From an optimization exercise on the open Yosys and OpenROAD flow, aimed at small area; shortcuts taken in it are not production practice. The RTL was checked by simulation tests, not by an equivalence proof against the original design. Power figures rest on the tool's default switching activity, not on a simulated workload.

--- design/flow/flow/run.sh ---
#!/bin/bash
# The standard layout (standard.sh) with two changes:
#  * synthesis maps the logic with an area-oriented ABC script (flow/area.abc);
#  * the port buffers use the smallest buffer cell, sky130_fd_sc_hd__buf_1.
# Each make run's full output goes to its own log file in the work folder.
set -euo pipefail
export MY_ABC_SCRIPT="$PWD/flow/area.abc"
bash standard.sh "SYNTH_SCRIPT=$PWD/flow/synth.tcl" \
  "BUFFER_PORTS_ARGS=-buffer_cell sky130_fd_sc_hd__buf_1" finish > make_finish.log 2>&1
--- design/flow/flow/area.abc ---
strash
&get -n
&st
&syn2
&dch -f
&nf -p -a -F 8 -A 8
&put
strash
dch -f
amap -F 4 -A 8
topo
stime -c
buffer -c
upsize -c
dnsize -c
--- design/flow/flow/synth.tcl ---
# The standard synthesis script (synth_recipe.tcl), except that Yosys's abc call
# uses the area-oriented ABC script in MY_ABC_SCRIPT instead of ORFS's speed script.
proc synth {args} { yosys synth -nofsm -noshare {*}$args }
proc abc {args} {
  set i [lsearch -exact $args -script]
  if { $i >= 0 } { set args [lreplace $args $i [expr {$i + 1}] -script $::env(MY_ABC_SCRIPT)] }
  yosys abc {*}$args
}
source $::env(SCRIPTS_DIR)/synth.tcl
# left out here: clear keep_hierarchy, flatten, clean up, hide names made inside functions, write 1_2_yosys.v
--- design/flow/standard.sh ---
#!/bin/bash
# synth_recipe.tcl (not shown) runs the flow's synth.tcl, then flattens the netlist and writes it again
# the make line also repeats each setting of config.mk as NAME=value (left out here)
make -C /OpenROAD-flow-scripts/flow DESIGN_CONFIG=/design/flow/config.mk WORK_HOME=/design/flow/orfs CLKGATE_MAP_FILE= SYNTH_SCRIPT=/design/flow/synth_recipe.tcl "${@:-finish}"
--- design/flow/config.mk ---
export PLATFORM = sky130hd
export DESIGN_NAME = rl_lj_force_accumulator
export DESIGN_NICKNAME = rl_lj_force_accumulator
export VERILOG_FILES = /design/flow/design.v
export SDC_FILE = /design/flow/constraint.sdc
export NUM_CORES = 4
export LEC_CHECK = 0
export CAP_MARGIN = 0
export CORE_MARGIN = 2
export CORE_UTILIZATION = 60
export CTS_BUF_LIST = sky130_fd_sc_hd__clkbuf_4
export SLEW_MARGIN = 0
--- design/flow/constraint.sdc ---
create_clock -name core_clock -period 7.0 [get_ports {clk}]
set_input_delay 1.4000 -clock core_clock [delete_from_list [all_inputs] [get_ports {clk}]]
set_output_delay 1.4000 -clock core_clock [all_outputs]
set_load 0.01 [all_outputs]
--- design/flow/design.v ---
`timescale 1ns/1ps
module rl_lj_force_accumulator #(
  parameter int DATA_WIDTH              = 32,
  parameter int REF_PARTICLE_NUM        = 100,
  parameter int REF_RAM_ADDR_WIDTH      = 7,
  parameter int NEIGHBOR_PARTICLE_NUM   = 100,
  parameter int NEIGHBOR_RAM_ADDR_WIDTH = 7,
  parameter int ACC_WIDTH               = 48,
  parameter int FRAC_BITS               = 24
) (
  input  logic                          clk,
  input  logic                          rst,
  input  logic                          start,
  input  logic                          force_valid,
  input  logic [DATA_WIDTH-1:0]         force_x,
  input  logic [DATA_WIDTH-1:0]         force_y,
  input  logic [DATA_WIDTH-1:0]         force_z,
  input  logic                          pipeline_done,
  output logic [ACC_WIDTH-1:0]          acc_x,
  output logic [ACC_WIDTH-1:0]          acc_y,
  output logic [ACC_WIDTH-1:0]          acc_z,
  output logic [REF_RAM_ADDR_WIDTH-1:0] acc_addr,
  output logic                          acc_wren,
  output logic                          overflow,
  output logic                          count_error,
  output logic                          done
);
  localparam logic [NEIGHBOR_RAM_ADDR_WIDTH-1:0] NBR_LAST =
    NEIGHBOR_RAM_ADDR_WIDTH'(NEIGHBOR_PARTICLE_NUM - 1);
  localparam logic [REF_RAM_ADDR_WIDTH-1:0] REF_LAST =
    REF_RAM_ADDR_WIDTH'(REF_PARTICLE_NUM - 1);
  logic                               run_r;
  logic [NEIGHBOR_RAM_ADDR_WIDTH-1:0] nbr_r;
  logic [REF_RAM_ADDR_WIDTH-1:0]      wref_r;
  logic                               v_r, chk_r, first, last;
  logic                               wren_r, ovf_r, cerr_r, done_r;
  logic                               accept, early, nbr_last;
  logic [2:0]                         sat_c, sum_o;
  logic [ACC_WIDTH-1:0]               clamped [3];
  assign accept   = run_r & force_valid & ~pipeline_done;
  assign early    = run_r & pipeline_done;
  assign nbr_last = (nbr_r == NBR_LAST);
  assign first    = v_r & (nbr_r == NEIGHBOR_RAM_ADDR_WIDTH'(1));
  assign last     = v_r & (nbr_r == '0);
  lj_axis u_x (.clk, .accept, .first(first), .f(force_x), .sat(sat_c[0]),
               .out_of_range(sum_o[0]), .acc(clamped[0]));
  lj_axis u_y (.clk, .accept, .first(first), .f(force_y), .sat(sat_c[1]),
               .out_of_range(sum_o[1]), .acc(clamped[1]));
  lj_axis u_z (.clk, .accept, .first(first), .f(force_z), .sat(sat_c[2]),
               .out_of_range(sum_o[2]), .acc(clamped[2]));
  always_ff @(posedge clk) begin
    if (rst || start) begin
      run_r   <= !rst;
      nbr_r   <= '0;
      wref_r  <= '0;
      v_r     <= 1'b0;
      chk_r   <= 1'b0;
      wren_r  <= 1'b0;
      ovf_r   <= 1'b0;
      cerr_r  <= 1'b0;
      done_r  <= 1'b0;
    end else begin
      v_r     <= accept;
      chk_r   <= v_r & ~early;
      wren_r  <= last & ~early;
      ovf_r   <= overflow | (v_r & ~early & (|sat_c));
      cerr_r  <= cerr_r | early;
      done_r  <= early | (wren_r & (wref_r == REF_LAST));
      wref_r  <= wref_r + REF_RAM_ADDR_WIDTH'(wren_r);
      if (early) begin
        run_r <= 1'b0;
      end else if (accept) begin
        if (nbr_last) begin
          nbr_r <= '0;
          if (wref_r == REF_LAST) run_r <= 1'b0;
        end else begin
          nbr_r <= nbr_r + 1'b1;
        end
      end
    end
  end
  assign acc_x       = clamped[0];
  assign acc_y       = clamped[1];
  assign acc_z       = clamped[2];
  assign acc_addr    = wref_r;
  assign acc_wren    = wren_r;
  assign overflow    = ovf_r | (chk_r & (|sum_o));
  assign count_error = cerr_r;
  assign done        = done_r;
endmodule
module lj_axis (
  input  logic        clk,
  input  logic        accept,         
  input  logic        first,          
  input  logic [31:0] f,
  output logic        sat,            
  output logic        out_of_range,   
  output logic [47:0] acc             
);
  logic [7:0]  e;
  logic [5:0]  r_in, r_r;
  logic        s_r;
  logic [22:0] m_r;
  logic [47:0] wide;
  logic [48:0] a_r, base, t, sum;
  logic        pos, neg;
  assign e = f[30:23];
  always_comb begin
    if (!accept || e <= 8'd102) r_in = 6'd47;
    else if (e >= 8'd150)       r_in = 6'd63;
    else                        r_in = 6'(8'd149 - e);
  end
  always_ff @(posedge clk) begin
    r_r <= r_in;
    s_r <= f[31];
    m_r <= f[22:0];
  end
  assign sat  = r_r[5] & r_r[4];
  assign wide = {1'b0, 1'b1, m_r, 23'd0} >> r_r;
  assign t    = {s_r, s_r, (sat ? {47{1'b1}} : wide[46:0]) ^ {47{s_r}}};
  assign pos = ~a_r[48] & a_r[47];
  assign neg = a_r[48] & (~a_r[47] | (a_r[46:0] == 47'd0));
  assign out_of_range = pos | neg;
  assign acc  = pos ? {1'b0, {47{1'b1}}} : neg ? {1'b1, {46{1'b0}}, 1'b1} : a_r[47:0];
  assign base = first ? 49'd0 : {acc[47], acc};
  lj_add #(.N(49)) u_add (.a(base), .b(t), .cin(s_r), .s(sum));
  always_ff @(posedge clk) a_r <= sum;
endmodule
module lj_add #(parameter int N = 49) (
  input  logic [N-1:0] a,
  input  logic [N-1:0] b,
  input  logic         cin,
  output logic [N-1:0] s
);
  localparam int M = N + 1;
  localparam int L = 6;   
  logic [M-1:0] g, p;
  logic [M-1:0] gg [0:2*L];
  logic [M-1:0] pp [0:2*L];
  always_comb begin
    g = {a & b, cin};
    p = {a ^ b, 1'b0};
    gg[0] = g;
    pp[0] = p;
    for (int l = 0; l < L; l++) begin
      gg[l+1] = gg[l];
      pp[l+1] = pp[l];
      for (int i = 0; i < M; i++)
        if (((i + 1) % (2 << l)) == 0) begin
          gg[l+1][i] = gg[l][i] | (pp[l][i] & gg[l][i - (1 << l)]);
          pp[l+1][i] = pp[l][i] & pp[l][i - (1 << l)];
        end
    end
    for (int l = L - 2; l >= 0; l--) begin
      gg[2*L-1-l] = gg[2*L-2-l];
      pp[2*L-1-l] = pp[2*L-2-l];
      for (int i = 0; i < M; i++)
        if (((i + 1) % (2 << l)) == (1 << l) && i >= (2 << l)) begin
          gg[2*L-1-l][i] = gg[2*L-2-l][i] | (pp[2*L-2-l][i] & gg[2*L-2-l][i - (1 << l)]);
          pp[2*L-1-l][i] = pp[2*L-2-l][i] & pp[2*L-2-l][i - (1 << l)];
        end
    end
    for (int i = 0; i < N; i++) s[i] = p[i+1] ^ gg[2*L-1][i];
  end
endmodule
==> flow_summary.json, run 1 <==
{
  "status": "no timing/DRC/antenna violations",
  "viasPerCell": 6.00,
  "syn-cell-area_um2": 19700,
  "numCtsBuffers": 71,
  "cts.sinks": 258,
  "cp_common_cell": "nor2_1",
  "cap_violations": 0,
  "initial_utilization": 0.608,
  "r2r_cells": 30,
  "vias": 20500,
  "yosysMostFrequentCell": "o21ai_0",
  "power_frac_comb": 0.650,
  "p_per_area_nw_per_um2": 466,
  "clock_latency_ps": 770,
  "min_from": "cerr_r$_SDFF_PN0_",
  "post-cts-setup-buffers": 0,
  "synth_top_cell_by_area": "dfxtp_1",
  "setup_viol": 0,
  "critPathRequiredTime_ps": 7630,
  "crit_family": "compound AO/OA/AOI/OAI gates",
  "worstSetupStartpointType": "register",
  "p_seq_frac": 0.226,
  "power_w": 0.0102,
  "clk_path_buf_depth": 3,
  "muxShareOfSynthArea": 0,
  "drc": 0,
  "dieArea_um2": 34400,
  "holdCritPathClass": "reg2reg",
  "place_congestion": 1.01,
  "synth_common_cells": "394 x o21ai_0, 350 x nor2_1, 277 x inv_1",
  "relSlewSlack": 0.265,
  "die_h_um": 185,
  "p_sw_w": 0.00512,
  "cts_tree": "yes",
  "p_leak_nw": 9.62,
  "num_rows": 66,
  "slew_viol_final": 0,
  "crit_path_start": "u_z.r_r[0]$_SDFF_PP1_",
  "synth_compound_area_frac": 0.307,
  "wire_per_inst_um": 17.7,
  "core_um2": 32500,
  "grt_pass1_wl_um": 95000,
  "worst_hold_slack_ps": 477,
  "area_delta_synth_final_pct": 10.5,
  "root_buffer": "clkbuf_4",
  "period_needed_ps": 6420,
  "critical_path_class": "reg2reg",
  "synth_cell_types": 68,
  "synth_top_area_frac": 0.261,
  "grt.overflow.total": 0,
  "cp_slowest_stage_delay_ps": 560,
  "synth_xor_area_frac": 0,
  "synth-simple-area-share": 0.173,
  "hold_viol_final": 0,
  "min_period_over_period": 0.917,
  "yosysWarnings": 6,
  "synthTopCellsByArea": "dfxtp_1 26%, o21ai_0 10%, ha_1 9.3%",
  "holdPathEnd": "cerr_r$_SDFF_PN0_",
  "worstHoldPathCells": 2,
  "rsz0062_at_grt": "no",
  "layout-drive-gt1-share": 0.0756,
  "synth_edf_count": 1,
  "avgSynthCellArea_um2": 7.25,
  "grt_usage": 0.348,
  "syn_nets": 3045,
  "yosysSeqAreaShare": 0.262,
  "hpwl_um": 47800,
  "place.port_buffers": 255,
  "critPathCaptureType": "register",
  "synth_flop_cell": "dfxtp_1",
  "async_flop_share": 0,
  "grt_max_degree": 60,
  "fmax_ghz": 0.156,
  "path_clk_slew_ps": 60,
  "crit_fanout": 24,
  "hold_buffers": 0,
  "die_w_um": 185,
  "crit_arrival_ps": 7050,
  "grt_pass1_vias": 19000,
  "fill_cells": 2911,
  "drt-pass1-iter-count": 6,
  "p_int_w": 0.00504,
  "antenna_found_initial": 2,
  "ys_ff_latch": 258,
  "syn-instance-count": 2722,
  "h-tree-depth": 3,
  "setup_ws_ps": 584,
  "preCtsSetupSlack_ps": 568,
  "power_frac_clock": 0.125,
  "worst_slew_pin_slew_ps": 1100,
  "io_pins": 256,
  "fin_nets": 3258,
  "p_sw_frac": 0.504,
  "rrSetupSlack_ps": 580,
  "synth_top_family_by_area": "compound AO/OA/AOI/OAI gates",
  "cts_resized": 0,
  "slowest_stage": "dfxtp_1",
  "synth_fa_ha_area_frac": 0.169,
  "regToRegStartpoint": "u_z.r_r[0]$_SDFF_PP1_",
  "drt_wl_total_um": 60600,
  "path_buf_inv": 4,
  "fin_worst_skew_ps": 47.5,
  "drt_iter0_markers": 1814,
  "rr_endpoint": "u_z.a_r[46]$_DFF_P_",
  "ant_nets": 0,
  "ir_worst_vdd_uv": 226,
  "fin_setup_tns_ps": 0
}
[power by group through the flow]
stage	Clock [W]	Sequential (W)	Combinational (W)
floorplan	0	0.00222	0.00464
global placement	0	0.00229	0.00622
detailed placement	0	0.00230	0.00648
CTS	0.00130	0.00227	0.00653
global route	0.00138	0.00233	0.00748
finish	0.00127	0.00229	0.00660
[layout make-up]
| cell class | count | area, um^2 | area share |
|---|---|---|---|
| Sequential cell | 258 | 5170 | 0.237 |
| Timing Repair Buffer | 306 | 1340 | 0.0614 |
| Multi-Input combinational cell | 2002 | 12800 | 0.589 |
| Inverter | 296 | 1110 | 0.0509 |
| Clock inverter | 18 | 68.8 | 0.00315 |
| Tap cell | 442 | 553 | 0.0254 |
| Clock buffer | 96 | 721 | 0.0330 |
| Antenna cell | 1 | 2.50 | 0.000115 |
[placed cells by master, fill, tap and decap left out, types with 32 or more instances in the layout]
cell,n
inv_1,277
nor3_1,52
nand3_1,35
buf_4,51
a21o_1,32
clkbuf_4,96
o221ai_1,45
o22ai_1,159
buf_1,255
fa_1,75
a21oi_1,190
o21ai_0,393
o22a_1,49
dfxtp_1,257
ha_1,147
nor2_1,347
nand2_1,232
[sequential cells by signal (all words and copies together) (netlist names), 6 cells and up]
| register | count |
|---|---|
| nbr_r | 7 |
| wref_r | 7 |
| u_y.a_r | 49 |
| u_z.r_r | 6 |
| u_z.a_r | 49 |
| u_x.m_r | 23 |
| u_x.a_r | 49 |
| u_y.r_r | 6 |
| u_z.m_r | 23 |
| u_x.r_r | 6 |
| u_y.m_r | 23 |
[cell families after synthesis]
group	Yosys count
AO/OA/AOI/OAI	995
adder cells (fa/ha/maj)	222
buffers and inverters	462
flip-flops	258
AND/OR/NAND/NOR	785
[worst reg2reg max path, delay by kind of cell (launching register included)]
family	cells	cell delay, ps
compound gates	17	3920
simple gates	7	780
fa+ha+maj	2	580
flops	1	560
buf+inv	4	470
[through the flow]
stage	utilization	area, um^2	std cells
2_1_floorplan	-	19700	2722
4_1_cts	0.672	21800	3418
5_1_grt	0.672	21800	3419
3_3_place_gp	0.647	21000	3304
6_report	0.672	21800	3419
3_5_place_dp	0.647	21000	3304
[worst max path at each step]
stage	to	depth (start not counted)
floorplan	u_y.a_r[46]$_DFF_P_	27
finish	u_z.a_r[46]$_DFF_P_	30
CTS	u_z.a_r[46]$_DFF_P_	30
detailed placement	u_y.a_r[46]$_DFF_P_	25
global placement	u_z.a_r[46]$_DFF_P_	30
global route	u_z.a_r[46]$_DFF_P_	30
[layer usage]
layer | track usage | up-vias | part of all wire
li1 | - | 10100 | -
met1 | 0.445 | 9350 | 0.42
met2 | 0.562 | 902 | 0.45
met3 | 0.0592 | 172 | 0.075
met4 | 0.184 | 0 | 0.048
met5 | 0 | - | 0
==> run 2, diff against run 1 <==
--- a/design/flow/config.mk
+++ b/design/flow/config.mk
@@ -5,8 +5,10 @@
 export SDC_FILE = /design/flow/constraint.sdc
 export NUM_CORES = 4
 export LEC_CHECK = 0
-export CAP_MARGIN = 0
+export CAP_MARGIN = 20
 export CORE_MARGIN = 2
 export CORE_UTILIZATION = 60
 export CTS_BUF_LIST = sky130_fd_sc_hd__clkbuf_4
-export SLEW_MARGIN = 0
+export CTS_CLUSTER_DIAMETER = 50
+export CTS_CLUSTER_SIZE = 8
+export SLEW_MARGIN = 20
==> run 2 against run 1 <==
  * Sequential power barely moved
  * Synthesized cell count is the same
  * Cell count is 1.7% lower
  * Die area stayed put
  * Area after synthesis is the same
  * Setup slack better by 2.1 ps
  * Register-to-register slack about the same
  * Total power fell by 3.0%
  * Worst hold slack improved by 4.8 ps
==> flow_summary.json, run 2 <==
{
  "rrSetupSlack_ps": 590,
  "cts_tree": "yes",
  "final_common_cell": "o21ai_0",
  "initial_utilization": 0.608,
  "drt_wl_total_um": 60200,
  "cts_resized": 0,
  "crit_fanout": 24,
  "final_cell_mix": "393 x o21ai_0, 347 x nor2_1, 277 x inv_1",
  "power_w": 0.00985,
  "drc": 0,
  "drt_iter0_markers": 1789,
  "worstHoldPathCells": 2,
  "rr_endpoint": "u_z.a_r[46]$_DFF_P_",
  "io_pins": 256,
  "numCtsBuffers": 41,
  "worstSetupStartpointType": "register",
  "critical_path_class": "reg2reg",
  "clk_path_buf_depth": 3,
  "holdPathEnd": "cerr_r$_SDFF_PN0_",
  "layout-drive-gt1-share": 0.0603,
  "yosysSeqAreaShare": 0.262,
  "largest_registers": "u_x.a_r x49, u_y.a_r x49, u_z.a_r x49",
  "cp_common_cell": "nor2_1",
  "clock_latency_ps": 800,
  "die_w_um": 185,
  "path_buf_inv": 4,
  "wire_per_inst_um": 17.9,
  "synth_cell_types": 68,
  "ys_ff_latch": 258,
  "hold_buffers": 0,
  "async_flop_share": 0,
  "worst_slew_pin_slew_ps": 1120,
  "multi_input_area_um2": 12800,
  "path_depth": 30,
  "place_congestion": 1.01,
  "hpwl_um": 47800,
  "grt_usage": 0.343,
  "cts.sinks": 258,
  "root_buffer": "clkbuf_4",
  "regToRegStartpoint": "u_z.r_r[0]$_SDFF_PP1_",
  "fin_nets": 3228,
  "die_h_um": 185,
  "vias": 20300,
  "viasPerCell": 6.04,
  "cp_slowest_stage_delay_ps": 560,
  "post-cts-setup-buffers": 0,
  "synth_top_cell_by_area": "dfxtp_1",
  "min_period_over_period": 0.916,
  "fin_setup_tns_ps": 0,
  "h-tree-depth": 2,
  "core_um2": 32500,
  "synthTopCellsByArea": "dfxtp_1 26%, o21ai_0 10%, ha_1 9.3%",
  "ir_worst_vdd_uv": 242,
  "cap_violations": 0,
  "yosysMostFrequentCell": "o21ai_0",
  "synth_edf_count": 1,
  "crit_arrival_ps": 7050,
  "place.port_buffers": 255,
  "synth_flop_cell": "dfxtp_1",
  "min_from": "cerr_r$_SDFF_PN0_",
  "dp.cells": 3304,
  "p_per_area_nw_per_um2": 459,
  "relSlewSlack": 0.252,
  "status": "no timing/DRC/antenna violations",
  "crit_family": "compound AO/OA/AOI/OAI gates",
  "grt_max_degree": 60,
  "dieArea_um2": 34400,
  "avgSynthCellArea_um2": 7.25,
  "grt_pass1_wl_um": 93700,
  "hold_viol_final": 0,
  "rsz0062_at_grt": "no",
  "holdCritPathClass": "reg2reg",
  "critPathRequiredTime_ps": 7640,
  "final_util": 0.662,
  "period_needed_ps": 6410,
  "path_clk_slew_ps": 90,
  "num_rows": 66,
  "grt_pass1_vias": 18600,
  "fill_cells": 2938,
  "ant_nets": 0,
  "syn-instance-count": 2722,
  "fmax_ghz": 0.156,
  "syn_nets": 3045,
  "r2r_cells": 30,
  "seq_area_um2": 5170,
  "slowest_stage": "dfxtp_1",
  "yosysWarnings": 6,
  "slew_viol_final": 0,
  "syn-cell-area_um2": 19700,
  "critPathCaptureType": "register",
  "grt.overflow.total": 0,
  "synth_common_cells": "394 x o21ai_0, 350 x nor2_1, 277 x inv_1",
  "synth_top_area_frac": 0.261,
  "drt-pass1-iter-count": 6,
  "p_leak_nw": 9.40,
  "fin_worst_skew_ps": 50.4,
  "antenna_found_initial": 2,
  "fin_cells": 3360,
  "area_delta_synth_final_pct": 8.83,
  "setup_viol": 0
}
[run 2: area by class of cell]
type                    instances  area share
clock inverters                11     0.00582
clock buffers                  44      0.0154
well taps                     442      0.0257
multi-input cells            2002       0.598
repair buffers                306      0.0624
flip-flops and latches        258       0.241
inverters                     296      0.0517
diodes                          1    0.000116
[run 2: through the flow]
| stage | cell area (um^2) | hold slack [ps] | setup slack, ps |
|---|---|---|---|
| global placement | 21000 | 454 | 763 |
| CTS | 21500 | 493 | 513 |
| finish | 21500 | 481 | 586 |
| global route | 21500 | 524 | 31.2 |
| detailed placement | 21000 | 469 | 568 |
| floorplan | 19700 | 437 | 1090 |
[run 2: worst max-delay path by stage]
| stage | startpoint | to |
|---|---|---|
| final | u_z.r_r[0]$_SDFF_PP1_ | u_z.a_r[46]$_DFF_P_ |
| after global routing | u_z.r_r[0]$_SDFF_PP1_ | u_z.a_r[46]$_DFF_P_ |
| after CTS | u_z.r_r[0]$_SDFF_PP1_ | u_z.a_r[46]$_DFF_P_ |
| after detailed placement | u_y.a_r[21]$_DFF_P_ | u_y.a_r[46]$_DFF_P_ |
| after global placement | u_z.r_r[0]$_SDFF_PP1_ | u_z.a_r[46]$_DFF_P_ |
| after floorplan | u_y.a_r[21]$_DFF_P_ | u_y.a_r[46]$_DFF_P_ |
[run 2: where the power goes]
| part | leakage, nW | switching (W) | internal, W |
|---|---|---|---|
| Sequential | 2.17 | 0.000240 | 0.00205 |
| Clock | 0.272 | 0.000558 | 0.000409 |
| Combinational | 6.97 | 0.00423 | 0.00236 |
[run 2: worst reg2reg max path, delay by kind of cell, from the launching register on]
family                   cells  cell delay (ps)
flip-flops                   1              560
buffers and inverters        4              470
AO/OA/AOI/OAI               17             3890
AND/OR/NAND/NOR              7              790
adder cells (fa/ha/maj)      2              580
[run 2: kinds of logic after synthesis]
group / share of synthesized area
AO/OA/AOI/OAI: 0.307
AND/OR/NAND/NOR: 0.173
buffers and inverters: 0.0889
flip-flops: 0.262
adder cells (fa/ha/maj): 0.169
[run 2: metal layers]
metal	vias up	routed length [um]	track usage
met4	0	2810	0.169
met1	9223	25600	0.445
met2	913	27300	0.559
met5	-	0	0
li1	9986	-	-
met3	162	4500	0.0503
==> run 3, diff against run 2 <==
--- a/design/flow/config.mk
+++ b/design/flow/config.mk
@@ -8,7 +8,5 @@
 export CAP_MARGIN = 20
 export CORE_MARGIN = 2
 export CORE_UTILIZATION = 60
-export CTS_BUF_LIST = sky130_fd_sc_hd__clkbuf_4
-export CTS_CLUSTER_DIAMETER = 50
-export CTS_CLUSTER_SIZE = 8
+export CTS_BUF_LIST = sky130_fd_sc_hd__clkbuf_2
 export SLEW_MARGIN = 20
==> run 3 against run 2 <==
  * Sequential cell count unchanged
  * Critical path type unchanged
  * Die area unchanged
  * Sequential power is essentially flat
  * Highest routed layer unchanged
  * Routed wire length up 0.35%
  * Clock power up 24%
==> flow_summary.json, run 3 <==
{
  "status": "no timing/DRC/antenna violations",
  "holdCritPathClass": "reg2reg",
  "cp_slowest_stage_delay_ps": 450,
  "drc": 0,
  "slowest_stage": "fa_1",
  "synth_cell_types": 68,
  "viasPerCell": 6.00,
  "worst_slew_pin_slew_ps": 1150,
  "cts_tree": "yes",
  "numCtsBuffers": 70,
  "path_clk_slew_ps": 110,
  "critPathRequiredTime_ps": 7830,
  "drt_iter0_markers": 1954,
  "muxShareOfSynthArea": 0,
  "post-cts-setup-buffers": 0,
  "hpwl_um": 47800,
  "p_per_area_nw_per_um2": 465,
  "crit_fanout": 14,
  "synth_top_cell_by_area": "dfxtp_1",
  "yosysWarnings": 6,
  "dp.cells": 3304,
  "synth_flop_cell": "dfxtp_1",
  "preCtsSetupSlack_ps": 568,
  "io_pins": 256,
  "relSlewSlack": 0.230,
  "crit_family": "compound AO/OA/AOI/OAI gates",
  "path_buf_inv": 3,
  "fill_cells": 2928,
  "synth_xor_area_frac": 0,
  "avgSynthCellArea_um2": 7.25,
  "largest_registers": "u_x.a_r x49, u_y.a_r x49, u_z.a_r x49",
  "num_rows": 66,
  "drt-met1-wl_um": 25600,
  "synth_compound_area_frac": 0.307,
  "initial_utilization": 0.608,
  "synth_fa_ha_area_frac": 0.169,
  "antenna_found_initial": 2,
  "min_period_over_period": 0.911,
  "synth-simple-area-share": 0.173,
  "die_h_um": 185,
  "fin_worst_skew_ps": 60.6,
  "critPathCaptureType": "register",
  "final_cell_mix": "392 x o21ai_0, 347 x nor2_1, 277 x inv_1",
  "ir_worst_vdd_uv": 227,
  "yosysSeqAreaShare": 0.262,
  "ant_nets": 0,
  "setup_ws_ps": 622,
  "synth_top_family_by_area": "compound AO/OA/AOI/OAI gates",
  "grt_pass1_vias": 18800,
  "clk_path_buf_depth": 3,
  "syn-cell-area_um2": 19700,
  "root_buffer": "clkbuf_2",
  "fin_nets": 3257,
  "p_leak_nw": 9.64,
  "synthTopCellsByArea": "dfxtp_1 26%, o21ai_0 10%, ha_1 9.3%",
  "yosysMostFrequentCell": "o21ai_0",
  "multi_input_area_um2": 12800,
  "critical_path_class": "reg2reg",
  "die_w_um": 185,
  "synth_top_area_frac": 0.261,
  "final_common_cell": "o21ai_0",
  "vias": 20500,
  "seq_area_um2": 5170,
  "route.met3.wl_um": 4540,
  "period_needed_ps": 6380,
  "place.port_buffers": 255,
  "power_w": 0.0101,
  "core_um2": 32500,
  "layout-drive-gt1-share": 0.0776,
  "syn_nets": 3045,
  "cts.sinks": 258,
  "worstSetupStartpointType": "register",
  "setup_viol": 0,
  "grt.overflow.total": 0,
  "fin_cells": 3420,
  "ys_ff_latch": 258,
  "h-tree-depth": 3,
  "dr_wl_met2_um": 27600,
  "top_layer": "met4",
  "drt-pass1-iter-count": 7,
  "slew_viol_final": 0,
  "clock_latency_ps": 950,
  "synth_common_cells": "394 x o21ai_0, 350 x nor2_1, 277 x inv_1",
  "async_flop_share": 0,
  "wire_per_inst_um": 17.7,
  "crit_arrival_ps": 7200,
  "syn-instance-count": 2722,
  "area_delta_synth_final_pct": 10.0,
  "place_congestion": 1.01,
  "hold_viol_final": 0,
  "fmax_ghz": 0.157,
  "worst_hold_slack_ps": 487,
  "dieArea_um2": 34400,
  "cap_violations": 0,
  "drt_wl_total_um": 60400,
  "grt_usage": 0.345,
  "grt_pass1_wl_um": 94200,
  "fin_setup_tns_ps": 0,
  "synth_edf_count": 1,
  "grt_max_degree": 60,
  "rsz0062_at_grt": "no"
}
run 3: final timing paths:
path                            start             endpoint  slack (ps)  depth (start not counted)
setup / recovery  u_x.a_r[23]$_DFF_P_  u_x.a_r[46]$_DFF_P_         620                         30
hold / removal      cerr_r$_SDFF_PN0_    cerr_r$_SDFF_PN0_         490                          2
hold reg to reg     cerr_r$_SDFF_PN0_    cerr_r$_SDFF_PN0_         490                          2
setup reg to reg  u_x.a_r[23]$_DFF_P_  u_x.a_r[46]$_DFF_P_         620                         30
run 3: logic make-up (layout without fill, tap and decap cells):
logic type | Yosys count | after routing
AOI/OAI and AO/OA | 995 | 995
and+or+nand+nor | 785 | 785
buffers and inverters | 462 | 717
DFF | 258 | 258
adders and majority gates | 222 | 222
other | 0 | 1
run 3: worst min-delay path, stage by stage (launching register included):
cell and delay, ps:
dfxtp_1 340, nor2_1 50, nor2_1 70
run 3: routing by layer:
layer	vias up	GRT usage
met3	157	0.0610
met4	0	0.159
li1	10100	-
met2	889	0.562
met1	9408	0.445
met5	-	0
run 3: repair_timing:
| item | in CTS | in global routing |
|---|---|---|
| endpoints found under the setup margin | 0 | 3 |
| hold endpoints to repair | 0 | 0 |
| hold buffers | 0 | 0 |
| gates resized for setup | 0 | 4 |
run 3: report_power, final:
part           internal, W  switching [W]  total, W
combinational      0.00236        0.00424   0.00660
sequential         0.00205       0.000238   0.00229
clock             0.000557       0.000640   0.00120
total              0.00497        0.00512    0.0101
run 3: layout make-up:
cell class,count,share of cell area
repair buffers,306,0.0617
well taps,442,0.0255
flip-flops and latches,258,0.238
clock inverters,16,0.00893
multi-input cells,2002,0.591
clock buffers,99,0.0228
diodes,1,0.000115
inverters,296,0.0512
run 3: metrics by stage:
stage,instance area [um^2],util
after floorplan,19700,-
after global placement,21000,0.647
after detailed placement,21000,0.647
after CTS,21700,0.669
after global routing,21700,0.669
final,21700,0.669
==> run 4, diff against run 3 <==
==> design/flow/flow/area.abc (replaced) <==
strash
&get -n
&st
&dch -f
&nf -p -a -F 8 -A 8
&put
strash
dch -f
amap -F 4 -A 8
topo
stime -c
buffer -c
upsize -c
dnsize -c
--- a/design/flow/config.mk
+++ b/design/flow/config.mk
@@ -7,6 +7,7 @@
 export LEC_CHECK = 0
 export CAP_MARGIN = 20
 export CORE_MARGIN = 2
-export CORE_UTILIZATION = 60
-export CTS_BUF_LIST = sky130_fd_sc_hd__clkbuf_2
+export CORE_UTILIZATION = 70
+export CTS_BUF_LIST = sky130_fd_sc_hd__clkbuf_8
+export CTS_CLUSTER_SIZE = 12
 export SLEW_MARGIN = 20
==> run 4 against run 3 <==
  * Still clean on timing, DRC and antenna
  * Worst hold slack better by 17 ps
  * Critical path depth fell by 7
  * Clock power grew 28%
  * Utilization up 12 points
  * Total power rose by 4.9%
  * Cell count decreased by 2.5%
  * Synthesized cell count rose by 1.0%
  * Setup slack got worse by 230 ps
  * Largest cell class unchanged
==> flow_summary.json, run 4 <==
{
  "status": "no timing/DRC/antenna violations",
  "dieArea_um2": 29700,
  "setup_ws_ps": 396,
  "hpwl_um": 48000,
  "synthTopCellsByArea": "dfxtp_1 26%, o21ai_0 11%, ha_1 9.3%",
  "grt_usage": 0.424,
  "relSlewSlack": 0.288,
  "worst_slew_pin_slew_ps": 1060,
  "drt_wl_total_um": 65400,
  "h-tree-depth": 2,
  "die_w_um": 172,
  "avgSynthCellArea_um2": 7.21,
  "drt-pass1-iter-count": 12,
  "r2r_cells": 23,
  "preCtsSetupSlack_ps": 465,
  "syn_nets": 3073,
  "ys_ff_latch": 258,
  "antenna_cells": 0,
  "syn-instance-count": 2750,
  "grt_pass1_wl_um": 100000,
  "die_h_um": 172,
  "rr_endpoint": "u_z.a_r[46]$_DFF_P_",
  "grt_max_degree": 84,
  "io_pins": 256,
  "ant_nets": 0,
  "drt_iter0_markers": 3015,
  "min_period_over_period": 0.943,
  "worstSetupStartpointType": "register",
  "hold_viol_final": 0,
  "clk_path_buf_depth": 3,
  "cts_tree": "yes",
  "grt.overflow.total": 0,
  "largest_registers": "u_x.a_r x49, u_y.a_r x49, u_z.a_r x49",
  "fmax_ghz": 0.151,
  "rrSetupSlack_ps": 400,
  "crit_arrival_ps": 7090,
  "place_congestion": 1.01,
  "final_common_cell": "o21ai_0",
  "critical_path_class": "reg2reg",
  "core_um2": 27900,
  "drc": 0,
  "initial_utilization": 0.712,
  "holdCritPathClass": "reg2reg",
  "crit_fanout": 26,
  "worstHoldPathCells": 2,
  "cap_violations": 0,
  "synth_top_area_frac": 0.260,
  "regToRegStartpoint": "u_z.a_r[31]$_DFF_P_",
  "synth_cell_types": 61,
  "antenna_found_initial": 1,
  "rsz0062_at_grt": "no",
  "fin_setup_tns_ps": 0,
  "grt_pass1_vias": 20100,
  "root_buffer": "clkbuf_8",
  "synth_flop_cell": "dfxtp_1",
  "yosysMostFrequentCell": "o21ai_0",
  "vias": 21900,
  "viasPerCell": 6.58,
  "synth_top_cell_by_area": "dfxtp_1",
  "wire_per_inst_um": 19.6,
  "place.port_buffers": 255,
  "cts.sinks": 258,
  "final_cell_mix": "437 x o21ai_0, 338 x nor2_1, 303 x inv_1",
  "p_leak_nw": 9.91,
  "fin_worst_skew_ps": 49.9,
  "slew_viol_final": 0,
  "critPathRequiredTime_ps": 7490,
  "path_clk_slew_ps": 70,
  "clock_latency_ps": 620,
  "synth_edf_count": 1,
  "async_flop_share": 0,
  "p_per_area_nw_per_um2": 482,
  "yosysSeqAreaShare": 0.261,
  "yosysWarnings": 6,
  "min_from": "cerr_r$_SDFF_PN0_",
  "critPathCaptureType": "register",
  "ir_worst_vdd_uv": 406,
  "post-cts-setup-buffers": 0,
  "area_delta_synth_final_pct": 10.7,
  "setup_viol": 0,
  "numCtsBuffers": 44,
  "holdPathEnd": "cerr_r$_SDFF_PN0_",
  "period_needed_ps": 6600,
  "synth_common_cells": "437 x o21ai_0, 339 x nor2_1, 297 x inv_1",
  "fin_nets": 3244,
  "layout-drive-gt1-share": 0.0609,
  "num_rows": 61,
  "syn-cell-area_um2": 19800
}
## run 4: cell count changes after synthesis, moves of 20 or more
| cell | previous run | this run |
|---|---|---|
| o22ai_1 | 159 | 189 |
| nor3_1 | 52 | 26 |
| nor2b_1 | 30 | 8 |
| inv_1 | 277 | 297 |
| a22oi_1 | 10 | 38 |
| a21oi_1 | 190 | 167 |
| o21ai_0 | 394 | 437 |
## run 4: through the flow
stage	power [W]	utilization	hold WS, ps	instances	area, um^2
2_1_floorplan	0.00673	-	443	2750	19800
6_report	0.0106	0.788	505	3333	22000
4_1_cts	0.0103	0.787	497	3333	21900
3_3_place_gp	0.00823	0.752	455	3253	21000
5_1_grt	0.0114	0.788	523	3333	22000
3_5_place_dp	0.00866	0.752	475	3253	21000
## run 4: report_power, final
group	total [W]	switching [W]	internal [W]
combinational	0.00671	0.00436	0.00235
clock	0.00154	0.000693	0.000845
sequential	0.00233	0.000280	0.00205
## run 4: cell families after synthesis
group | after synthesis | share of synthesized area
AO/OA/AOI/OAI | 1048 | 0.317
adder cells (fa/ha/maj) | 222 | 0.169
buffers and inverters | 487 | 0.0927
flip-flops | 258 | 0.261
AND/OR/NAND/NOR | 735 | 0.161
## run 4: layer usage
| layer | vias to the layer above | GRT usage | wire [um] |
|---|---|---|---|
| met3 | 289 | 0.0982 | 7750 |
| met4 | 2 | 0.199 | 3150 |
| met2 | 1602 | 0.706 | 29700 |
| met5 | - | 0 | 13 |
| met1 | 9945 | 0.522 | 24800 |
| li1 | 10100 | - | - |
## run 4: how the worst max path moves through the flow
stage | depth (start not counted) | to | slack, ps | from
6_report | 23 | u_z.a_r[46]$_DFF_P_ | 400 | u_z.a_r[31]$_DFF_P_
4_1_cts | 28 | u_x.a_r[46]$_DFF_P_ | 330 | u_x.a_r[0]$_DFF_P_
5_1_grt | 30 | u_y.a_r[46]$_DFF_P_ | 20 | u_y.r_r[1]$_SDFF_PP1_
3_5_place_dp | 23 | u_z.a_r[46]$_DFF_P_ | 470 | u_z.a_r[31]$_DFF_P_
2_1_floorplan | 28 | u_x.a_r[46]$_DFF_P_ | 1110 | u_x.a_r[5]$_DFF_P_
3_3_place_gp | 25 | u_x.a_r[46]$_DFF_P_ | 660 | u_x.a_r[13]$_DFF_P_
## run 4: layout make-up
cell class,count,area (um^2)
inverter,312,1170
fill,1958,5910
clock inverter,27,243
multi-input combinational,2005,12900
timing repair buffer,300,1310
tap,378,473
clock buffer,53,729
sequential,258,5170
## run 4: critical path, cell delays in order (launching register included)
cell and delay, ps:
dfxtp_1 310, or4_1 590, or4_1 550, o31a_1 290
nor2_1 110, inv_1 320, o21ai_0 250, nor2_1 70
ha_1 360, a21o_1 180, a31oi_1 230, o21ai_1 160
a31oi_1 390, nor3_1 110, a2111oi_2 530, nor4_2 110
nor4_2 410, nor3_2 90, o31ai_2 360, o311ai_1 210
a31o_1 280, fa_1 400, nor2_1 110, a21oi_1 50
## run 4: repair_timing
action | CTS | global route
hold endpoints to repair | 0 | 0
hold buffers | 0 | 0
resized for setup | 0 | 4
endpoints found under the setup margin | 0 | 8
==> run 5, diff against run 4 <==
==> design/flow/flow/area.abc (replaced) <==
strash
&get -n
&st
&syn2
&dch -f
&nf -p -a -F 8 -A 8
&put
strash
dch -f
amap -F 4 -A 8
topo
stime -c
buffer -c
upsize -c
dnsize -c
--- a/design/flow/config.mk
+++ b/design/flow/config.mk
@@ -7,7 +7,8 @@
 export LEC_CHECK = 0
 export CAP_MARGIN = 20
 export CORE_MARGIN = 2
-export CORE_UTILIZATION = 70
-export CTS_BUF_LIST = sky130_fd_sc_hd__clkbuf_8
+export CORE_UTILIZATION = 60
+export CTS_BUF_LIST = sky130_fd_sc_hd__clkbuf_4
+export CTS_CLUSTER_DIAMETER = 40
 export CTS_CLUSTER_SIZE = 12
 export SLEW_MARGIN = 20
==> run 5 against run 4 <==
  * Die area up 16%
  * Area after synthesis down 0.43%
  * Critical path type unchanged
  * Sequential share of layout area up 0.26 points
  * Routed wire length down 7.2%
  * Still clean on timing, DRC and antenna
  * Setup slack better by 170 ps
  * Clock skew up 20 ps
  * Critical endpoint is now u_x.a_r[46]$_DFF_P_
==> flow_summary.json, run 5 <==
{
  "cts_tree": "yes",
  "synthTopCellsByArea": "dfxtp_1 26%, o21ai_0 10%, ha_1 9.3%",
  "place_congestion": 1.01,
  "layout-drive-gt1-share": 0.0661,
  "root_buffer": "clkbuf_4",
  "cp_slowest_stage_delay_ps": 450,
  "area_delta_synth_final_pct": 9.98,
  "synth_top_cell_by_area": "dfxtp_1",
  "grt.overflow.total": 0,
  "relSlewSlack": 0.245,
  "fmax_ghz": 0.155,
  "setup_viol": 0,
  "final_common_cell": "o21ai_0",
  "min_from": "cerr_r$_SDFF_PN0_",
  "hold_buffers": 0,
  "num_rows": 66,
  "wire_per_inst_um": 18.0,
  "dp.cells": 3304,
  "ant_nets": 0,
  "yosysWarnings": 6,
  "grt_pass1_vias": 18600,
  "fin_cells": 3380,
  "path_buf_inv": 3,
  "worstSetupStartpointType": "register",
  "fill_cells": 2910,
  "final_cell_mix": "392 x o21ai_0, 347 x nor2_1, 277 x inv_1",
  "synth_edf_count": 1,
  "cap_violations": 0,
  "async_flop_share": 0,
  "grt_max_degree": 60,
  "numCtsBuffers": 40,
  "holdCritPathClass": "reg2reg",
  "min_period_over_period": 0.919,
  "critPathCaptureType": "register",
  "rr_endpoint": "u_x.a_r[46]$_DFF_P_",
  "syn-instance-count": 2722,
  "synth_top_area_frac": 0.261,
  "crit_arrival_ps": 7100,
  "drt-pass1-iter-count": 9,
  "drt_wl_total_um": 60700,
  "grt_usage": 0.346,
  "dieArea_um2": 34400,
  "worstHoldPathCells": 2,
  "clock_latency_ps": 820,
  "synth_top_family_by_area": "compound AO/OA/AOI/OAI gates",
  "ys_ff_latch": 258,
  "holdPathEnd": "cerr_r$_SDFF_PN0_",
  "setup_ws_ps": 567,
  "core_um2": 32500,
  "avgSynthCellArea_um2": 7.25,
  "io_pins": 256,
  "syn_nets": 3045,
  "muxShareOfSynthArea": 0,
  "crit_fanout": 14,
  "largest_registers": "u_x.a_r x49, u_y.a_r x49, u_z.a_r x49",
  "yosysSeqAreaShare": 0.262,
  "period_needed_ps": 6430,
  "drc": 0,
  "slew_viol_final": 0,
  "antenna_found_initial": 4,
  "fin_setup_tns_ps": 0,
  "vias": 20400,
  "h-tree-depth": 2,
  "die_h_um": 185,
  "rsz0062_at_grt": "no",
  "path_clk_slew_ps": 120,
  "p_per_area_nw_per_um2": 467,
  "synth-simple-area-share": 0.173,
  "p_leak_nw": 9.50,
  "regToRegStartpoint": "u_x.a_r[23]$_DFF_P_",
  "synth_cell_types": 68,
  "hpwl_um": 47800,
  "place.port_buffers": 255,
  "worst_slew_pin_slew_ps": 1130,
  "clk_path_buf_depth": 3,
  "die_w_um": 185,
  "syn-cell-area_um2": 19700,
  "crit_family": "compound AO/OA/AOI/OAI gates",
  "slowest_stage": "fa_1",
  "synth_xor_area_frac": 0,
  "critical_path_class": "reg2reg",
  "synth_compound_area_frac": 0.307,
  "hold_viol_final": 0,
  "fin_nets": 3227,
  "status": "no timing/DRC/antenna violations",
  "fin_worst_skew_ps": 70.3,
  "cts.sinks": 258,
  "viasPerCell": 6.04,
  "drt_iter0_markers": 1688,
  "synth_flop_cell": "dfxtp_1",
  "grt_pass1_wl_um": 94400,
  "initial_utilization": 0.608,
  "critPathRequiredTime_ps": 7670,
  "synth_fa_ha_area_frac": 0.169,
  "synth_common_cells": "394 x o21ai_0, 350 x nor2_1, 277 x inv_1",
  "r2r_cells": 30,
  "preCtsSetupSlack_ps": 568,
  "ir_worst_vdd_uv": 232,
  "rrSetupSlack_ps": 570,
  "yosysMostFrequentCell": "o21ai_0"
}
-- run 5: worst register-to-register path: cells and delay by family (launching register included) --
family | cells | cell delay [ps]
AO/OA/AOI/OAI | 13 | 2780
adder cells (fa/ha/maj) | 2 | 810
buffers and inverters | 3 | 410
flip-flops | 1 | 340
AND/OR/NAND/NOR | 12 | 2000
-- run 5: metal layers --
layer  global-route usage  vias up  share of wire
met5                    0        -        0.00031
met4                0.160        2          0.046
met2                0.563      895           0.45
met3               0.0621      158          0.076
met1                0.446     9374           0.42
li1                     -     9997              -
-- run 5: stage by stage --
stage,power (W),cell area (um^2),hold slack (ps),util
6_report,0.0101,21700,486,0.669
2_1_floorplan,0.00686,19700,437,-
3_5_place_dp,0.00879,21000,469,0.647
5_1_grt,0.0111,21700,525,0.669
3_3_place_gp,0.00851,21000,454,0.647
4_1_cts,0.0101,21700,494,0.668
-- run 5: power by group --
part | total [W] | switching (W) | internal [W] | leakage, nW
clock network | 0.00122 | 0.000670 | 0.000554 | 0.365
logic | 0.00663 | 0.00426 | 0.00237 | 6.97
registers | 0.00229 | 0.000243 | 0.00205 | 2.17
total | 0.0101 | 0.00517 | 0.00497 | 9.50
-- run 5: worst max path at each step --
stage / end / startpoint / slack (ps) / cells past startpoint
2_1_floorplan: u_y.a_r[46]$_DFF_P_ / u_y.a_r[21]$_DFF_P_ / 1090 / 27
3_3_place_gp: u_z.a_r[46]$_DFF_P_ / u_z.r_r[0]$_SDFF_PP1_ / 760 / 30
3_5_place_dp: u_y.a_r[46]$_DFF_P_ / u_y.a_r[21]$_DFF_P_ / 570 / 25
4_1_cts: u_y.a_r[46]$_DFF_P_ / u_y.a_r[21]$_DFF_P_ / 490 / 25
5_1_grt: u_x.a_r[46]$_DFF_P_ / u_x.r_r[0]$_SDFF_PP1_ / 50 / 28
6_report: u_x.a_r[46]$_DFF_P_ / u_x.a_r[23]$_DFF_P_ / 570 / 30
-- run 5: repair_timing --
item / in CTS / in global routing
setup endpoints to repair: 0 / 3
resized for setup: 0 / 4
buffers inserted: 0 / 0
-- run 5: cell type report --
class	instances	area, um^2	share of cell area
Clock inverter	32	370	0.0171
Timing Repair Buffer	306	1340	0.0617
Clock buffer	41	308	0.0142
Tap cell	442	553	0.0255
Antenna cell	3	7.51	0.000346
Sequential cell	258	5170	0.238
Inverter	296	1110	0.0512
Multi-Input combinational cell	2002	12800	0.592
-- run 5: kinds of logic after synthesis --
| kind of cell | Yosys count |
|---|---|
| simple gates | 785 |
| compound gates | 995 |
| fa+ha+maj | 222 |
| flops | 258 |
| buf+inv | 462 |
==> run 6, diff against run 5 <==
--- a/design/flow/config.mk
+++ b/design/flow/config.mk
@@ -9,6 +9,6 @@
 export CORE_MARGIN = 2
 export CORE_UTILIZATION = 60
 export CTS_BUF_LIST = sky130_fd_sc_hd__clkbuf_4
-export CTS_CLUSTER_DIAMETER = 40
-export CTS_CLUSTER_SIZE = 12
+export CTS_CLUSTER_DIAMETER = 50
+export CTS_CLUSTER_SIZE = 10
 export SLEW_MARGIN = 20
==> run 6 against run 5 <==
  * Routed wire length decreased by 0.99%
  * Largest cell class unchanged
  * Final area decreased by 1.3%
  * Sequential share of layout area increased by 0.31 points
==> flow_summary.json, run 6 <==
{
  "status": "no timing/DRC/antenna violations",
  "num_rows": 66,
  "setup_viol": 0,
  "fin_setup_tns_ps": 0,
  "viasPerCell": 6.03,
  "cap_violations": 0,
  "yosysWarnings": 6,
  "ant_nets": 0,
  "grt.overflow.total": 0,
  "initial_utilization": 0.608,
  "drc": 0,
  "synth_edf_count": 1,
  "synth_common_cells": "394 x o21ai_0, 350 x nor2_1, 277 x inv_1",
  "dieArea_um2": 34400,
  "yosysSeqAreaShare": 0.262,
  "drt_wl_total_um": 60100,
  "crit_arrival_ps": 7050,
  "place_congestion": 1.01,
  "grt_pass1_wl_um": 93500,
  "ir_worst_vdd_uv": 227,
  "yosysMostFrequentCell": "o21ai_0",
  "clk_path_buf_depth": 3,
  "hold_viol_final": 0,
  "cts.sinks": 258,
  "syn_nets": 3045,
  "p_leak_nw": 9.37,
  "grt_pass1_vias": 18400,
  "slew_viol_final": 0,
  "ys_ff_latch": 258,
  "syn-cell-area_um2": 19700,
  "synth_cell_types": 68,
  "seq_area_um2": 5170,
  "min_period_over_period": 0.915,
  "die_w_um": 185,
  "avgSynthCellArea_um2": 7.25,
  "synth_flop_cell": "dfxtp_1",
  "worst_slew_pin_slew_ps": 1120,
  "largest_registers": "u_x.a_r x49, u_y.a_r x49, u_z.a_r x49",
  "final_cell_mix": "393 x o21ai_0, 347 x nor2_1, 277 x inv_1",
  "post-cts-setup-buffers": 0,
  "final_util": 0.660,
  "drt_iter0_markers": 1722,
  "critPathRequiredTime_ps": 7650,
  "critical_path_class": "reg2reg",
  "io_pins": 256,
  "holdCritPathClass": "reg2reg",
  "fmax_ghz": 0.156,
  "grt_usage": 0.342,
  "root_buffer": "clkbuf_4",
  "hpwl_um": 47800,
  "syn-instance-count": 2722,
  "core_um2": 32500,
  "fin_nets": 3222,
  "vias": 20300,
  "fill_cells": 2949,
  "synth_top_area_frac": 0.261,
  "drt-pass1-iter-count": 6,
  "antenna_found_initial": 2,
  "path_clk_slew_ps": 110,
  "p_per_area_nw_per_um2": 456,
  "crit_fanout": 14,
  "slowest_stage": "fa_1",
  "numCtsBuffers": 35,
  "worstSetupStartpointType": "register",
  "h-tree-depth": 2,
  "wire_per_inst_um": 17.9,
  "clock_latency_ps": 760,
  "relSlewSlack": 0.248,
  "synthTopCellsByArea": "dfxtp_1 26%, o21ai_0 10%, ha_1 9.3%",
  "grt_max_degree": 60,
  "layout-drive-gt1-share": 0.0583,
  "die_h_um": 185,
  "period_needed_ps": 6400,
  "rsz0062_at_grt": "no",
  "hold_buffers": 0,
  "cp_slowest_stage_delay_ps": 450,
  "synth_top_cell_by_area": "dfxtp_1",
  "area_delta_synth_final_pct": 8.58,
  "async_flop_share": 0,
  "cts_resized": 0,
  "place.port_buffers": 255,
  "critPathCaptureType": "register",
  "fin_worst_skew_ps": 58.1,
  "cts_tree": "yes",
  "final_common_cell": "o21ai_0",
  "multi_input_area_um2": 12800
}
==> run 6: cell type report <==
cell class	instances	area share
Inverter	296	0.0518
Timing Repair Buffer	306	0.0625
Sequential cell	258	0.241
Clock buffer	40	0.0140
Tap cell	442	0.0258
Multi-Input combinational cell	2002	0.599
Antenna cell	1	0.000117
Clock inverter	12	0.00525
==> run 6: per-stage QoR <==
stage	worst slack, ps	instance area, um^2	total power, W	hold slack (ps)	instances
6_report	597	21400	0.00977	491	3357
5_1_grt	54.1	21400	0.0108	528	3357
4_1_cts	551	21400	0.00971	497	3356
3_5_place_dp	568	21000	0.00879	469	3304
3_3_place_gp	763	21000	0.00851	454	3304
2_1_floorplan	1090	19700	0.00686	437	2722
==> run 6: final timing paths <==
path | to | cells after the start | start | slack, ps
setup reg to reg | u_x.a_r[46]$_DFF_P_ | 30 | u_x.a_r[23]$_DFF_P_ | 600
hold reg to reg | cerr_r$_SDFF_PN0_ | 2 | cerr_r$_SDFF_PN0_ | 490
hold / removal | cerr_r$_SDFF_PN0_ | 2 | cerr_r$_SDFF_PN0_ | 490
setup / recovery | u_x.a_r[46]$_DFF_P_ | 30 | u_x.a_r[23]$_DFF_P_ | 600
==> run 6: critical path: cells and delay by family (launching register included) <==
family,cells,cell delay (ps)
compound gates,13,2730
flops,1,340
simple gates,12,2010
fa+ha+maj,2,810
buf+inv,3,400
==> run 6: per-layer routing <==
metal | track usage | routed length (um)
met5 | 0 | 0
met1 | 0.447 | 25900
met4 | 0.164 | 2820
met2 | 0.556 | 27100
met3 | 0.0497 | 4270
==> run 6: report_power, final <==
part           switching [W]  internal, W
Sequential          0.000238      0.00205
Clock               0.000545     0.000349
Combinational        0.00423      0.00236
==> run 6: kinds of logic after synthesis <==
logic type	after synthesis	share of synthesized area
adder cells (fa/ha/maj)	222	0.169
buffers and inverters	462	0.0889
AO/OA/AOI/OAI	995	0.307
AND/OR/NAND/NOR	785	0.173
flip-flops	258	0.262
==> run 7, diff against run 6 <==
==> design/flow/flow/area.abc (replaced) <==
strash
&get -n
&st
&dch -f
&nf -p -a -F 8 -A 8
&put
strash
dch -f
amap -F 4 -A 8
topo
stime -c
buffer -c
upsize -c
dnsize -c
--- a/design/flow/config.mk
+++ b/design/flow/config.mk
@@ -9,6 +9,4 @@
 export CORE_MARGIN = 2
 export CORE_UTILIZATION = 60
 export CTS_BUF_LIST = sky130_fd_sc_hd__clkbuf_4
-export CTS_CLUSTER_DIAMETER = 50
-export CTS_CLUSTER_SIZE = 10
 export SLEW_MARGIN = 20
==> run 7 against run 6 <==
  * Non-clock buffer count decreased by 6
  * Clock skew rose by 13 ps
  * Setup slack got worse by 72 ps
  * Critical endpoint unchanged
  * Routed wire length up 1.3%
  * Fmax fell by 1.1%
  * Clock-buffer cell count increased by 56
  * Synthesized cell count up 1.0%
  * Utilization is 1.3 points higher
  * First-iteration DRC count rose by 22%
  * Highest routed layer is now met5
  * Cell count is 2.5% higher
  * Final area up 2.3%
==> flow_summary.json, run 7 <==
{
  "viasPerCell": 6.09,
  "clock_latency_ps": 780,
  "p_per_area_nw_per_um2": 461,
  "fin_setup_tns_ps": 0,
  "critical_path_class": "reg2reg",
  "initial_utilization": 0.609,
  "area_delta_synth_final_pct": 10.6,
  "synth_xor_area_frac": 0,
  "crit_fanout": 36,
  "period_needed_ps": 6470,
  "layout-drive-gt1-share": 0.0701,
  "synth_top_family_by_area": "compound AO/OA/AOI/OAI gates",
  "synth_flop_cell": "dfxtp_1",
  "cap_violations": 0,
  "largest_registers": "u_x.a_r x49, u_y.a_r x49, u_z.a_r x49",
  "root_buffer": "clkbuf_4",
  "rrSetupSlack_ps": 530,
  "grt.overflow.total": 0,
  "antenna_found_initial": 2,
  "relSlewSlack": 0.368,
  "cts.sinks": 258,
  "drt_wl_total_um": 60900,
  "ant_nets": 0,
  "synth_common_cells": "437 x o21ai_0, 339 x nor2_1, 297 x inv_1",
  "place.port_buffers": 255,
  "regToRegStartpoint": "u_x.a_r[0]$_DFF_P_",
  "grt_pass1_vias": 18800,
  "power_frac_comb": 0.640,
  "syn_nets": 3073,
  "critPathRequiredTime_ps": 7650,
  "p_int_w": 0.00505,
  "fin_worst_skew_ps": 70.9,
  "setup_viol": 0,
  "yosysWarnings": 6,
  "yosysSeqAreaShare": 0.261,
  "die_w_um": 186,
  "drc": 0,
  "hold_buffers": 0,
  "cts_tree": "yes",
  "min_from": "cerr_r$_SDFF_PN0_",
  "holdCritPathClass": "reg2reg",
  "async_flop_share": 0,
  "vias": 21000,
  "synth_top_area_frac": 0.260,
  "worst_slew_pin_slew_ps": 946,
  "place_congestion": 0.986,
  "fin_cells": 3440,
  "io_pins": 256,
  "synth_top_cell_by_area": "dfxtp_1",
  "avgSynthCellArea_um2": 7.21,
  "p_seq_frac": 0.227,
  "p_leak_nw": 9.88,
  "syn-cell-area_um2": 19800,
  "grt_pass1_wl_um": 94300,
  "hpwl_um": 47200,
  "crit_arrival_ps": 7130,
  "synth_edf_count": 1,
  "clk_path_buf_depth": 3,
  "critPathCaptureType": "register",
  "fmax_ghz": 0.154,
  "dieArea_um2": 34500,
  "numCtsBuffers": 71,
  "synth_fa_ha_area_frac": 0.169,
  "num_rows": 66,
  "drt_iter0_markers": 2098,
  "ir_worst_vdd_uv": 348,
  "p_sw_frac": 0.500,
  "status": "no timing/DRC/antenna violations",
  "muxShareOfSynthArea": 0,
  "worstSetupStartpointType": "register",
  "drt-pass1-iter-count": 8,
  "syn-instance-count": 2750,
  "power_frac_clock": 0.133,
  "synth_cell_types": 61,
  "holdPathEnd": "cerr_r$_SDFF_PN0_",
  "rr_endpoint": "u_x.a_r[46]$_DFF_P_",
  "die_h_um": 186,
  "ys_ff_latch": 258,
  "final_cell_mix": "437 x o21ai_0, 338 x nor2_1, 297 x inv_1",
  "slew_viol_final": 0,
  "grt_usage": 0.344,
  "hold_viol_final": 0,
  "wire_per_inst_um": 17.7,
  "worstHoldPathCells": 2,
  "fin_nets": 3271,
  "synthTopCellsByArea": "dfxtp_1 26%, o21ai_0 11%, ha_1 9.3%",
  "final_common_cell": "o21ai_0",
  "dp.cells": 3317,
  "r2r_cells": 26,
  "synth-simple-area-share": 0.161,
  "grt_max_degree": 50,
  "yosysMostFrequentCell": "o21ai_0",
  "synth_compound_area_frac": 0.317,
  "core_um2": 32500,
  "h-tree-depth": 3,
  "rsz0062_at_grt": "no",
  "p_sw_w": 0.00506,
  "min_period_over_period": 0.925,
  "path_clk_slew_ps": 70
}
==> run 7: repair_timing <==
item | CTS | global route
resized for setup | 0 | 1
endpoints found under the setup margin | 0 | 1
buffers inserted | 0 | 0
==> run 7: kinds of logic after synthesis <==
logic type,Yosys count
fa+ha+maj,222
compound gates,1048
simple gates,735
buf+inv,487
flops,258
==> run 7: how the worst max path moves through the flow <==
stage | startpoint | to | slack, ps | depth (start not counted)
6_report | u_x.a_r[0]$_DFF_P_ | u_x.a_r[46]$_DFF_P_ | 530 | 26
5_1_grt | u_z.r_r[2]$_SDFF_PP1_ | u_z.a_r[46]$_DFF_P_ | 60 | 24
4_1_cts | u_x.r_r[0]$_SDFF_PP1_ | u_x.a_r[46]$_DFF_P_ | 520 | 27
3_5_place_dp | u_x.r_r[0]$_SDFF_PP1_ | u_x.a_r[46]$_DFF_P_ | 550 | 27
3_3_place_gp | u_z.a_r[31]$_DFF_P_ | u_z.a_r[46]$_DFF_P_ | 680 | 24
2_1_floorplan | u_x.a_r[5]$_DFF_P_ | u_x.a_r[46]$_DFF_P_ | 1110 | 28
==> run 7: through the flow <==
stage | hold WS (ps) | instance area, um^2 | utilization | setup WS (ps) | total power [W]
5_1_grt | 529 | 21900 | 0.674 | 59.7 | 0.0111
3_3_place_gp | 457 | 21000 | 0.647 | 681 | 0.00836
4_1_cts | 490 | 21900 | 0.673 | 518 | 0.0101
3_5_place_dp | 469 | 21000 | 0.647 | 549 | 0.00867
6_report | 493 | 21900 | 0.674 | 525 | 0.0101
2_1_floorplan | 443 | 19800 | - | 1110 | 0.00673
==> run 7: per-layer routing <==
metal | up-vias | global-route usage | part of all wire | routed length, um
li1 | 10200 | - | - | -
met1 | 9539 | 0.466 | 0.43 | 26400
met2 | 1061 | 0.538 | 0.44 | 26700
met3 | 185 | 0.0620 | 0.085 | 5180
met4 | 2 | 0.144 | 0.042 | 2530
met5 | - | 0 | 0.00018 | 11
==> run 7: layout make-up <==
class | instances | area (um^2)
Timing Repair Buffer | 300 | 1320
Fill cell | 2939 | 10600
Inverter | 312 | 1170
Clock buffer | 96 | 721
Sequential cell | 258 | 5170
Antenna cell | 1 | 2.50
Clock inverter | 26 | 135
Multi-Input combinational cell | 2005 | 12800
Tap cell | 442 | 553
==> run 7: power by group through the flow <==
stage / Sequential (W) / Combinational [W] / Clock (W)
global placement: 0.00229 / 0.00607 / 0
floorplan: 0.00222 / 0.00451 / 0
CTS: 0.00228 / 0.00639 / 0.00138
global route: 0.00234 / 0.00735 / 0.00145
detailed placement: 0.00231 / 0.00636 / 0
finish: 0.00229 / 0.00647 / 0.00135
==> run 7: critical path: stages (launching register included) <==
cell and delay, ps:
dfxtp_1 320, or4_1 530, or4_1 600, or3_1 360, nor4_2 270, o21ai_4 280
o21ai_0 210, nor2_1 80, ha_1 330, a21o_1 210, a221oi_1 380, o21ai_0 150
a21oi_1 160, nor2_1 60, a2111oi_0 630, o31ai_4 170, inv_2 130, nor3_2 40
nor4_1 210, buf_4 190, or4_1 120, nand2_1 100, nand3_1 120, nand2_1 80
fa_1 450, nor2_1 140, a21oi_1 60
==> run 8, diff against run 7 <==
--- a/design/flow/design.v
+++ b/design/flow/design.v
@@ -117,7 +117,7 @@
   end
   assign sat  = r_r[5] & r_r[4];
   assign wide = {1'b0, 1'b1, m_r, 23'd0} >> r_r;
-  assign t    = {s_r, s_r, (sat ? {47{1'b1}} : wide[46:0]) ^ {47{s_r}}};
+  assign t    = {s_r, s_r, wide[46:0] ^ {47{s_r ^ sat}}};
   assign pos = ~a_r[48] & a_r[47];
   assign neg = a_r[48] & (~a_r[47] | (a_r[46:0] == 47'd0));
   assign out_of_range = pos | neg;
--- a/design/flow/config.mk
+++ b/design/flow/config.mk
@@ -9,4 +9,6 @@
 export CORE_MARGIN = 2
 export CORE_UTILIZATION = 60
 export CTS_BUF_LIST = sky130_fd_sc_hd__clkbuf_4
+export CTS_CLUSTER_DIAMETER = 50
+export CTS_CLUSTER_SIZE = 8
 export SLEW_MARGIN = 20
==> run 8 against run 7 <==
  * Cell count shrank 4.9%
  * Global-route usage shrank 0.48 points
  * Final area shrank 3.8%
  * Register-to-register slack gained 60 ps
  * Critical path type unchanged
  * Routed wire length shrank 5.0%
  * Non-clock buffer count shrank 12
  * Largest cell class unchanged
  * Area after synthesis shrank 2.0%
  * Total power shrank 2.3%
==> flow_summary.json, run 8 <==
{
  "status": "no timing/DRC/antenna violations",
  "placed_cell_area_um2": 20600,
  "slowest_stage": "or4_1",
  "ys_ff_latch": 258,
  "avgSynthCellArea_um2": 7.27,
  "fin_area_um2": 21100,
  "final_cell_mix": "382 x nor2_1, 331 x o21ai_0, 313 x inv_1",
  "root_buffer": "clkbuf_4",
  "yosysSeqAreaShare": 0.266,
  "worst_slew_pin_slew_ps": 1000,
  "critical_path_class": "reg2reg",
  "path_clk_slew_ps": 90,
  "syn_nets": 3000,
  "setup_ws_ps": 586,
  "cp_slowest_stage_delay_ps": 610,
  "synth_flop_cell": "dfxtp_1",
  "slew_viol_final": 0,
  "fin_nets": 3177,
  "async_flop_share": 0,
  "cts.sinks": 258,
  "p_per_area_nw_per_um2": 469,
  "ir_worst_vdd_uv": 332,
  "synth_fa_ha_area_frac": 0.175,
  "h-tree-depth": 2,
  "cap_violations": 0,
  "num_rows": 65,
  "min_period_over_period": 0.916,
  "synth_common_cells": "384 x nor2_1, 332 x o21ai_0, 313 x inv_1",
  "critPathCaptureType": "register",
  "cp_common_cell": "nor2_1",
  "rsz0062_at_grt": "no",
  "syn-instance-count": 2674,
  "synth-simple-area-share": 0.176,
  "hold_viol_final": 0,
  "drt-pass1-iter-count": 7,
  "layout-drive-gt1-share": 0.0590,
  "initial_utilization": 0.613,
  "drt_iter0_markers": 1801,
  "ant_nets": 0,
  "clk_path_buf_depth": 3,
  "vias": 19700,
  "grt_max_degree": 115,
  "synth_xor_area_frac": 0,
  "setup_viol": 0,
  "power_w": 0.00988,
  "grt.overflow.total": 0,
  "worst_hold_slack_ps": 497,
  "drc": 0,
  "synth_top_cell_by_area": "dfxtp_1",
  "yosysWarnings": 6,
  "synth_top_family_by_area": "compound AO/OA/AOI/OAI gates",
  "clock_latency_ps": 800,
  "worstSetupStartpointType": "register",
  "crit_family": "simple AND/OR/NAND/NOR gates",
  "die_w_um": 184,
  "synthTopCellsByArea": "dfxtp_1 26%, ha_1 9.5%, o21ai_0 8.6%",
  "muxShareOfSynthArea": 0,
  "final_common_cell": "nor2_1",
  "cts_tree": "yes",
  "area_delta_synth_final_pct": 8.55,
  "yosysMostFrequentCell": "nor2_1",
  "critPathRequiredTime_ps": 7680,
  "hpwl_um": 45700,
  "crit_fanout": 13,
  "wire_per_inst_um": 17.7,
  "io_pins": 256,
  "crit_arrival_ps": 7090,
  "p_leak_nw": 9.42,
  "core_um2": 31700,
  "relSlewSlack": 0.331,
  "largest_registers": "u_x.a_r x49, u_y.a_r x49, u_z.a_r x49",
  "fmax_ghz": 0.156,
  "numCtsBuffers": 41,
  "place.port_buffers": 255,
  "grt_pass1_wl_um": 91900,
  "fin_worst_skew_ps": 49.9,
  "synth_edf_count": 1,
  "dieArea_um2": 33800,
  "drt_wl_total_um": 57800,
  "place_congestion": 0.966,
  "antenna_found_initial": 3,
  "synth_compound_area_frac": 0.290,
  "path_buf_inv": 2,
  "grt_pass1_vias": 18500,
  "preCtsSetupSlack_ps": 405,
  "fin_setup_tns_ps": 0,
  "synth_top_area_frac": 0.265,
  "viasPerCell": 6.03,
  "grt_usage": 0.339,
  "period_needed_ps": 6410,
  "holdCritPathClass": "reg2reg",
  "syn-cell-area_um2": 19400,
  "die_h_um": 184,
  "synth_cell_types": 66
}
[run 8: logic make-up after synthesis]
family,Yosys count
AO/OA/AOI/OAI,923
adder cells (fa/ha/maj),225
buffers and inverters,478
flip-flops,258
AND/OR/NAND/NOR,790
[run 8: report_power, final]
group,switching (W),total [W],leakage [nW],internal [W]
clock,0.000559,0.000932,0.254,0.000373
combinational,0.00425,0.00666,7.00,0.00241
sequential,0.000238,0.00229,2.17,0.00205
[run 8: final cells by class]
| class | count | area (um^2) |
|---|---|---|
| well taps | 402 | 503 |
| flip-flops and latches | 258 | 5170 |
| diodes | 5 | 12.5 |
| fillers | 2849 | 10600 |
| clock buffers | 44 | 330 |
| inverters | 324 | 1220 |
| multi-input cells | 1938 | 12500 |
| repair buffers | 288 | 1220 |
| clock inverters | 11 | 109 |
[run 8: final timing paths]
path / start / endpoint / slack (ps) / cells past startpoint
setup / recovery: u_y.a_r[17]$_DFF_P_ / u_y.a_r[47]$_DFF_P_ / 590 / 26
setup reg to reg: u_y.a_r[17]$_DFF_P_ / u_y.a_r[47]$_DFF_P_ / 590 / 26
hold reg to reg: nbr_r[3]$_SDFFE_PN0P_ / nbr_r[3]$_SDFFE_PN0P_ / 500 / 1
hold / removal: nbr_r[3]$_SDFFE_PN0P_ / nbr_r[3]$_SDFFE_PN0P_ / 500 / 1
[run 8: routing by layer]
metal,share of wire,global-route usage
met5,0,0
met4,0.035,0.118
met3,0.088,0.0723
met2,0.44,0.546
met1,0.44,0.450
[run 8: what timing repair did]
item                                    in CTS  in global routing
endpoints found under the setup margin       0                  1
gates resized for setup                      0                  2
setup buffers                                0                  0
hold buffers                                 0                  0
[run 8: worst reg2reg max path: cells and delay by family (launching register included)]
family | cells | cell delay, ps
AOI/OAI and AO/OA | 8 | 1550
buffers and inverters | 2 | 230
DFF | 1 | 320
adders and majority gates | 2 | 860
and+or+nand+nor | 14 | 3350
[run 8: per-stage QoR]
step / cells / util
after floorplan: 2674 / -
after global placement: 3210 / 0.650
after detailed placement: 3210 / 0.650
after CTS: 3265 / 0.664
after global routing: 3267 / 0.665
final: 3270 / 0.665

## static timing again, ports no longer ideal
How much do the figures lean on ideal ports? The routed layouts below were timed once more, with nothing changed but the port constraints. Step 1 sets driving cells, clkbuf_16 on the clock port and buf_2 on the other inputs (assumed; they add their load-dependent delay and slew). Step 2 times the ports against the registers' clock, not the clock port: input delays grow and output delays shrink by t, the midpoint of the rising clock arrivals with the driver on. Slacks: no drivers / after step 1 / after step 2; pairs: no drivers / after step 1.
run | t (ns) | setup WS [ns] | hold slack, ns | worst data-port slew with drivers (ns) | cell pins on the clock port's net
run 1 | 0.802 | 0.584 / 0.584 / 0.584 | 0.477 / 0.477 / 0.477 | 0.05 | 1
run 2 | 0.821 | 0.586 / 0.586 / 0.586 | 0.481 / 0.481 / 0.481 | 0.05 | 1
run 3 | 0.977 | 0.622 / 0.622 / 0.622 | 0.487 / 0.487 / 0.487 | 0.04 | 1
run 4 | 0.647 | 0.396 / 0.396 / 0.396 | 0.505 / 0.505 / 0.505 | 0.08 | 1
run 5 | 0.834 | 0.567 / 0.567 / 0.567 | 0.486 / 0.486 / 0.486 | 0.04 | 1
run 6 | 0.778 | 0.597 / 0.597 / 0.597 | 0.491 / 0.491 / 0.491 | 0.04 | 1
run 7 | 0.796 | 0.525 / 0.525 / 0.525 | 0.493 / 0.493 / 0.493 | 0.04 | 1
run 8 | 0.822 | 0.586 / 0.586 / 0.586 | 0.497 / 0.497 / 0.497 | 0.05 | 1
After both steps setup and hold are still met in every run listed.
